Context: an optimization exercise on an open-source flow, tuned for small area. The choices shown serve that exercise and are no tape-out recipe. In this exercise RTL edits were held to simulation tests only and were not proved equivalent to the original. Power and IR drop assume default switching activity.

Design led_matrix_ctrl, start of the top module:
module led_matrix_ctrl (
    input  wire logic       clk_in,
    input  wire logic       reset,
    input  wire logic [7:0] byte_in,
    input  wire logic       byte_valid,
    input  wire logic       read_strobe,
    input  wire logic [2:0] read_row,
    input  wire logic [3:0] read_col,
    output logic [15:0]     pixel_out,
    output logic            pixel_valid,
    output logic [2:0]      rgb_enable,
    output logic [5:0]      brightness_enable
);
clock: 4.0 ns
lec_check: 0
cap_margin: 20
core_margin: 2
core_utilization: 55
cts_buf_list: sky130_fd_sc_hd__clkbuf_16
cts_cluster_diameter: 66
cts_cluster_size: 31
gpl_timing_driven: 0
place_density: 0.7
setup_slack_margin: 0.5
slew_margin: 20
synth_hierarchical: 1
run.sh (not shown) runs the stock make flow with config.mk's settings and CLKGATE_MAP_FILE= SYNTH_SCRIPT=/design/flow/synth_recipe.tcl, a recipe that flattens the netlist after the stock synthesis.
Rerun with:
==> flow/flow/run.sh (new file) <==
#!/bin/bash
# The standard layout (standard.sh, the standard flow's own ORFS run) with two changes: the
# clock tree is built from clkbuf_16 leaf clusters of up to 31 flip-flops without
# dummy loads, and each port gets a buf_2 as its port buffer. Each tool's full
# output is in orfs/logs/; make's own output is in standard_flow.log.
set -o pipefail
bash standard.sh \
  "CTS_ARGS=-sink_clustering_enable -repair_clock_nets -sink_clustering_size 31 -sink_clustering_max_diameter 66 -buf_list sky130_fd_sc_hd__clkbuf_16 -dont_use_dummy_load" \
  "BUFFER_PORTS_ARGS=-buffer_cell sky130_fd_sc_hd__buf_2" \
  finish > standard_flow.log 2>&1
==> flow/standard.sh (new file) <==
#!/bin/bash
# synth_recipe.tcl (not shown) runs the flow's synth.tcl, then flattens the netlist and writes it again
# the make line also repeats each setting of config.mk as NAME=value (left out here)
make -C /OpenROAD-flow-scripts/flow DESIGN_CONFIG=/design/flow/config.mk WORK_HOME=/design/flow/orfs CLKGATE_MAP_FILE= SYNTH_SCRIPT=/design/flow/synth_recipe.tcl "${@:-finish}"
--- a/flow/config.mk
+++ b/flow/config.mk
@@ -8,5 +8,5 @@
 export CAP_MARGIN = 20
 export CORE_MARGIN = 2
-export CORE_UTILIZATION = 55
+export CORE_UTILIZATION = 60
 export CTS_BUF_LIST = sky130_fd_sc_hd__clkbuf_16
 export CTS_CLUSTER_DIAMETER = 66
removed: flow/run.sh
The changed run completed with no timing, DRC or antenna violations.
Wire length fell by 0.46%.
Worst hold slack degrades by 230 ps.
Clock skew rose by 18 ps.
Sequential power barely changes.
Sequential cell count does not change.
Setup slack degrades by 70 ps.
Non-clock buffer count fell by 8.
Final area fell by 2.8%.
Combinational power fell by about 2%.
Area after synthesis is unchanged.
Rerun with:
==> flow/flow/run.sh (replaced) <==
#!/bin/bash
# The standard layout (standard.sh, the standard flow's own ORFS run) with two changes: the
# clock tree is built from clkbuf_16 leaf clusters of up to 28 flip-flops without
# dummy loads, and each port gets a buf_2 as its port buffer. Each tool's full
# output is in orfs/logs/; make's own output is in standard_flow.log.
set -o pipefail
bash standard.sh \
  "CTS_ARGS=-sink_clustering_enable -repair_clock_nets -sink_clustering_size 28 -sink_clustering_max_diameter 60 -buf_list sky130_fd_sc_hd__clkbuf_16 -dont_use_dummy_load" \
  "BUFFER_PORTS_ARGS=-buffer_cell sky130_fd_sc_hd__buf_2" \
  finish > standard_flow.log 2>&1
--- a/flow/config.mk
+++ b/flow/config.mk
@@ -8,11 +8,10 @@
 export CAP_MARGIN = 20
 export CORE_MARGIN = 2
-export CORE_UTILIZATION = 60
+export CORE_UTILIZATION = 65
 export CTS_BUF_LIST = sky130_fd_sc_hd__clkbuf_16
-export CTS_CLUSTER_DIAMETER = 66
-export CTS_CLUSTER_SIZE = 31
+export CTS_CLUSTER_DIAMETER = 60
+export CTS_CLUSTER_SIZE = 28
 export GPL_TIMING_DRIVEN = 0
-export PLACE_DENSITY = 0.7
-export SETUP_SLACK_MARGIN = 0.5
+export PLACE_DENSITY = 0.75
 export SLEW_MARGIN = 20
 export SYNTH_HIERARCHICAL = 1
This time the run reached the layout checks and failed them: setup timing.
Clock-buffer cell count is higher by 22.
Sequential share of layout area is lower by 0.22 points.
Via count is higher slightly.
Global-route usage is higher by 2.9 points.

==> static timing again, ports no longer ideal <==
Ports are ideal in the flow. The routed layouts listed here were re-timed in OpenROAD.
Step 1 sets driving cells, clkbuf_16 on the clock port and buf_2 on the other inputs (assumed; they add their load-dependent delay and slew).
Step 2 adds t to the input delays and takes it off the output delays; t is the mean of the earliest and latest rising clock arrival at the registers after step 1. Input paths then give back, and output paths get back, about the clock's delay inside the block.
Slacks: ideal ports / drivers / drivers and shift; pairs: ideal ports / drivers.
| run | t, ns | setup slack, ns | worst register clock-pin slew, ns |
|---|---|---|---|
| the first run | 0.888 | 0.287 / 0.254 / -0.634 | 0.11 / 0.11 |
| the second run | 0.840 | 0.217 / 0.271 / -0.568 | 0.11 / 0.11 |
| the third run | 0.842 | -0.134 / -0.113 / -0.955 | 0.10 / 0.10 |
With both steps, setup timing fails in the first run and the second run, where it was met with ideal ports. For the first run, which loses most, drivers alone change the setup slack by -0.033 ns; drivers and shift together by -0.921 ns.
